From an optimization exercise on the open Yosys and OpenROAD flow, aimed at small area, a short achievable clock period and few clock cycles per item; shortcuts taken in it are not production practice. In this exercise RTL edits were held to simulation tests only and were not proved equivalent to the original.

==> flow/design.v, too long to show whole: its modules and the start of the top module <==
// module cdajd_gcd: 56 lines
// module cdajd_zinv: 232 lines
// module cdajd_cent: 88 lines
// module cdajd_jdn: 374 lines
// module cdajd_qlane: 157 lines
// module cdajd_mult: 386 lines
// module civil_datetime_to_ajd_fraction: 140 lines
module civil_datetime_to_ajd_fraction (
    input  logic        clk,
    input  logic        rst_n,
    input  logic        in_valid,
    output logic        in_ready,
    input  logic        in_mode,
    input  logic [13:0] in_year,
    input  logic [3:0]  in_month,
    input  logic [4:0]  in_day,
    input  logic [4:0]  in_hour,
    input  logic [5:0]  in_minute,
    input  logic [5:0]  in_second,
    output logic        out_valid,
    input  logic        out_ready,
    output logic [22:0] out_julian_day,
    output logic [39:0] out_ajd_numerator,
    output logic [17:0] out_ajd_denominator
);
  // ...
==> flow/run.sh <==
#!/bin/bash
# synth_recipe.tcl (not shown) runs the flow's synth.tcl, then flattens the netlist and writes it again
# the make line also repeats each setting of config.mk as NAME=value (left out here)
make -C /OpenROAD-flow-scripts/flow DESIGN_CONFIG=/design/flow/config.mk WORK_HOME=/design/flow/orfs CLKGATE_MAP_FILE= SYNTH_SCRIPT=/design/flow/synth_recipe.tcl finish
==> flow/config.mk <==
export PLATFORM = sky130hd
export DESIGN_NAME = civil_datetime_to_ajd_fraction
export DESIGN_NICKNAME = civil_datetime_to_ajd_fraction
export VERILOG_FILES = /design/flow/design.v
export SDC_FILE = /design/flow/constraint.sdc
export NUM_CORES = 4
export LEC_CHECK = 0
export ABC_AREA = 1
export CAP_MARGIN = 20
export CORE_MARGIN = 2
export CORE_UTILIZATION = 55
export SETUP_SLACK_MARGIN = 5
export SLEW_MARGIN = 20
==> flow/constraint.sdc <==
create_clock -name core_clock -period 10.0 [get_ports {clk}]
set_input_delay 2.0000 -clock core_clock [delete_from_list [all_inputs] [get_ports {clk}]]
set_output_delay 2.0000 -clock core_clock [all_outputs]
set_load 0.01 [all_outputs]
==> results.sh, run 1 <==
export IMPL_hold_path_class="reg2reg"
export IMPL_holdPathEnd="rb[1]"
export IMPL_io_pins=128
export IMPL_rsz0062_at_grt="yes"
export IMPL_ys_seq_elements=242
export IMPL_finalWorstSetupSlack_ns=4.75
export IMPL_synth_top_family_by_area="adder cells"
export IMPL_cts_buffer_depth=3
export IMPL_grt_pass1_wl_um=110000
export IMPL_hold_viol_final=0
export IMPL_reg2reg_slack_ns=4.75
export IMPL_synthAdderAreaFrac_pct=34.5
export IMPL_yosysTopAreaCell="edfxtp_1"
export IMPL_largest_class="multi-input gates"
export IMPL_nFillCells=3926
export IMPL_tns_ns=0
export IMPL_ant_nets=0
export IMPL_num_tap_cells=664
export IMPL_status="complete, no violations"
export IMPL_hold_buffers=0
export IMPL_fmax_mhz=191
export IMPL_instances_no_fill=3941
export IMPL_nNonClkBuffers=338
export IMPL_layout_commonest_cell="inv_1"
export IMPL_antenna_cells=0
export IMPL_h_tree_depth=1
export IMPL_critPathMaxFanout=6
export IMPL_synth_edf_count=237
export IMPL_cts_tree="yes"
export IMPL_slew_violations=0
export IMPL_grtUsageMet1_pct=34.1
export IMPL_r2r_cells=27
export IMPL_seqCellArea_um2=7240
export IMPL_slowest_stage="edfxtp_1"
export IMPL_max_stage_delay_ns=0.49
export IMPL_avgSynthCellArea_um2=9.03
Testbench counts, summed over its fixed seeds: cycles 800, items 768.
==> run 2: changes to the inputs <==
--- a/flow/config.mk
+++ b/flow/config.mk
@@ -9,5 +9,5 @@
 export CAP_MARGIN = 20
 export CORE_MARGIN = 2
 export CORE_UTILIZATION = 55
-export SETUP_SLACK_MARGIN = 5
+export SETUP_SLACK_MARGIN = 4
 export SLEW_MARGIN = 20
==> run 2 against run 1 <==
Still clean on timing, DRC and antenna. Global-route usage is 2.0 points lower. Non-clock buffer count is 187 lower. Area after synthesis stayed put. Die area stayed put.
==> results.sh, run 2 <==
export IMPL_syn_num_nets=3613
export IMPL_finalWorstSetupSlack_ns=4.27
export IMPL_hold_buffers=0
export IMPL_rows=81
export IMPL_cp_required_ns=10.30
export IMPL_critPathLaunch="sel3[8]"
export IMPL_place_inst=3677
export IMPL_hold_start="b3[1]"
export IMPL_die_h_um=226
export IMPL_ys_seq_elements=242
export IMPL_hold_path_class="reg2reg"
export IMPL_reg2reg_slack_ns=4.27
export IMPL_synth_area_leaders="edfxtp_1 26%, fa_1 23%, ha_1 11%"
export IMPL_synth_top_area_share_pct=26.2
export IMPL_status="complete, no violations"
export IMPL_firstDrtPassIters=6
export IMPL_cts_buffer_depth=3
export IMPL_syn_cell_area_um2=27100
export IMPL_routed_via_density=5.38
export IMPL_min_period_ns=5.73
export IMPL_postRouteWirelength_um=63700
export IMPL_worst_pin_slew_ns=1.06
export IMPL_synthFlopType="edfxtp_1"
export IMPL_root_buffer="clkbuf_16"
export IMPL_antenna_cells=0
export IMPL_crit_arrival_ns=6.03
export IMPL_syn_inst=3007
export IMPL_grt_usage_pct=25.1
export IMPL_cap_violations=0
export IMPL_ant_nets=0
export IMPL_io_pins=128
export IMPL_coreArea_um2=48800
export IMPL_num_vias=20200
export IMPL_crit_type="reg2reg"
export IMPL_dr_first_iter_drc_count=1301
export IMPL_yosysMostFrequentCell="inv_1"
export IMPL_ys_warn_count=7
export IMPL_instances_no_fill=3747
export IMPL_finalCritPeriodShare_pct=57.3
export IMPL_finalNetCount=3671
export IMPL_dp_slack_ns=3.42
export IMPL_h_tree_depth=1
export IMPL_path_common_cell="fa_1"
export IMPL_final_cell_mix="669 x inv_1, 527 x nand2_1, 312 x fa_1"
export IMPL_grt_pass1_wl_um=103000
export IMPL_avgSynthCellArea_um2=9.03
export IMPL_gr_total_overflow=0
export IMPL_cts_tree="yes"
export IMPL_critical_path_endpoint_type="flip-flop"
export IMPL_clock_skew_ns=0.0223
export IMPL_cts_inserted_buffers=29
export IMPL_fmax_mhz=175
export IMPL_layout_commonest_cell="inv_1"
export IMPL_r2r_start="sel3[8]"
export IMPL_ys_seq_area_share_pct=26.7
export IMPL_slew_violations=0
export IMPL_hold_viol_final=0
export IMPL_largest_register="rnum"
export IMPL_yosysTopAreaCell="edfxtp_1"
export IMPL_start_util_pct=55.6
export IMPL_clk_pin_slew_ns=0.08
export IMPL_largest_reg_flops=40
export IMPL_grt_pass1_vias=20100
export IMPL_gp_congestion=0.923
export IMPL_tns_ns=0
export IMPL_die_x_um=226
export IMPL_rsz0062_at_grt="no"
export IMPL_max_stage_delay_ns=0.56
export IMPL_ys_top_cells_by_count="675 x inv_1, 529 x nand2_1, 312 x fa_1"
export IMPL_relSlewSlack_pct=29.0
export IMPL_crit_path_start_kind="flip-flop"
export IMPL_insertion_delay_ns=0.58
export IMPL_critPathMaxFanout=8
export IMPL_synthToLayoutAreaGrowth_pct=10.3
export IMPL_synth_edf_count=237
export IMPL_antenna_found_initial=0
export IMPL_cp_cell_sequence="clkinvlp_4 -> buf_12 -> buf_4 -> o2111ai_1 -> inv_1 -> fa_1 -> inv_1 -> fa_1 -> fa_1 -> ha_1 -> nand2_1 -> nor2_1 -> inv_1 -> nor3_1 -> nand2_1 -> nand3_1 -> a31oi_1 -> fa_1 -> xnor2_1 -> o21ai_0 -> o21ai_0 -> nand2_1 -> o21ai_0"
export IMPL_cts_sinks=242
export IMPL_fp_dieArea_um2=51100
export IMPL_io_buffers=126
export IMPL_yosysUniqueCellTypes=58
export IMPL_postLayoutCoreUtil_pct=61.3
export IMPL_slowest_stage="edfxtp_1"
export IMPL_finalSetupViolCount=0
export IMPL_grt_max_degree=72
export IMPL_wl_per_cell_um=17.0
export IMPL_async_flop_share_pct=2.07
export IMPL_drc=0
export IMPL_dp_hpwl_um=50300
export IMPL_final_layout_size_suffix_gt1_share_pct=4.15
## run 2: cell types whose count changed in the layout (fill, tap and decap cells not counted), sizes merged
cell and delta:
dlymetal6s2s -6, clkbuf -1, clkdlybuf4s50 +12, buf -190
clkinvlp -14, dlygate4sd2 -3, nand3 -1, inv +9
## run 2: area by class of cell
| class | instances | area, µm² |
|---|---|---|
| fill | 4304 | 18900 |
| multi-input combinational | 1950 | 16800 |
| sequential | 242 | 7240 |
| inverter | 687 | 2600 |
| timing repair buffer | 151 | 1490 |
| tap | 664 | 831 |
| clock buffer | 34 | 744 |
| clock inverter | 15 | 174 |
| timing repair inverter | 4 | 30.0 |
## run 2: worst paths after layout
kind                            end  cells after the start
max reg2reg                rnum[30]                     23
max in group asynchronous        v1                      1
min in group asynchronous        ov                      1
max                        rnum[30]                     23
min                           rb[1]                      0
min reg2reg                   rb[1]                      0
## run 2: per-stage QoR
step           hold slack, ns  cell area, µm²
2_1_floorplan           0.400           27100
3_3_place_gp            0.402           28800
3_5_place_dp            0.405           28800
4_1_cts                 0.416           29800
5_1_grt                 0.425           29900
6_report                0.415           29900
## run 2: critical path: cells and delay by family, from the launching register on
kind            cells  cell delay [ns]
simple gates        6             0.79
flops               1             0.56
xor+xnor            1             0.15
fa+ha+maj           5             2.16
compound gates      5             0.97
buf+inv             6             0.81
## run 2: kinds of logic (layout without fill, tap and decap cells)
logic type	count (synthesis)	in the layout	share of synthesized area (%)
multiplexers	21	21	0.774
adder cells (fa/ha/maj)	561	561	34.5
buffers and inverters	815	891	11.5
flip-flops	242	242	26.7
AND/OR/NAND/NOR	784	784	11.9
XOR/XNOR	156	156	5.06
AO/OA/AOI/OAI	427	427	9.55
other	1	1	0.0138
## run 2: per-layer routing
metal,routed length [µm],vias to the layer above,GRT usage [%]
li1,-,9668,-
met1,26600,9715,32.4
met2,32200,629,45.0
met3,2990,143,2.51
met4,1930,0,7.07
met5,0,-,0
## run 2: repair_timing
item | 4_1_cts | 5_1_grt
setup endpoints to repair | 27 | 20
endpoints found under the hold margin | 0 | 0
gates resized for setup | 2 | 11
cloned | 1 | 3
setup buffers | 4 | 13

## re-timing with driven ports
In the flow no input, the clock included, has a driving cell. The finished layouts below were timed again as built, in two steps. Step 1 assumes that a clkbuf_16 drives the clock port and a buf_2 every other input. Step 2 adds t to the input delays and takes it off the output delays; t is the mean of the earliest and latest rising clock arrival at the registers after step 1. Input paths then give back, and output paths get back, about the clock's delay inside the block. Slacks: no drivers / after step 1 / after step 2; pairs: no drivers / after step 1.
run	t, ns	setup slack, ns	worst slew at a driven data input, ns
run 1	0.595	4.753 / 4.753 / 4.602	0.04
run 2	0.628	4.275 / 4.275 / 4.023	0.03
After both steps every run listed still meets setup and hold. For run 2, which loses most, drivers alone change the setup slack by 0.000 ns; drivers and shift together by -0.252 ns.
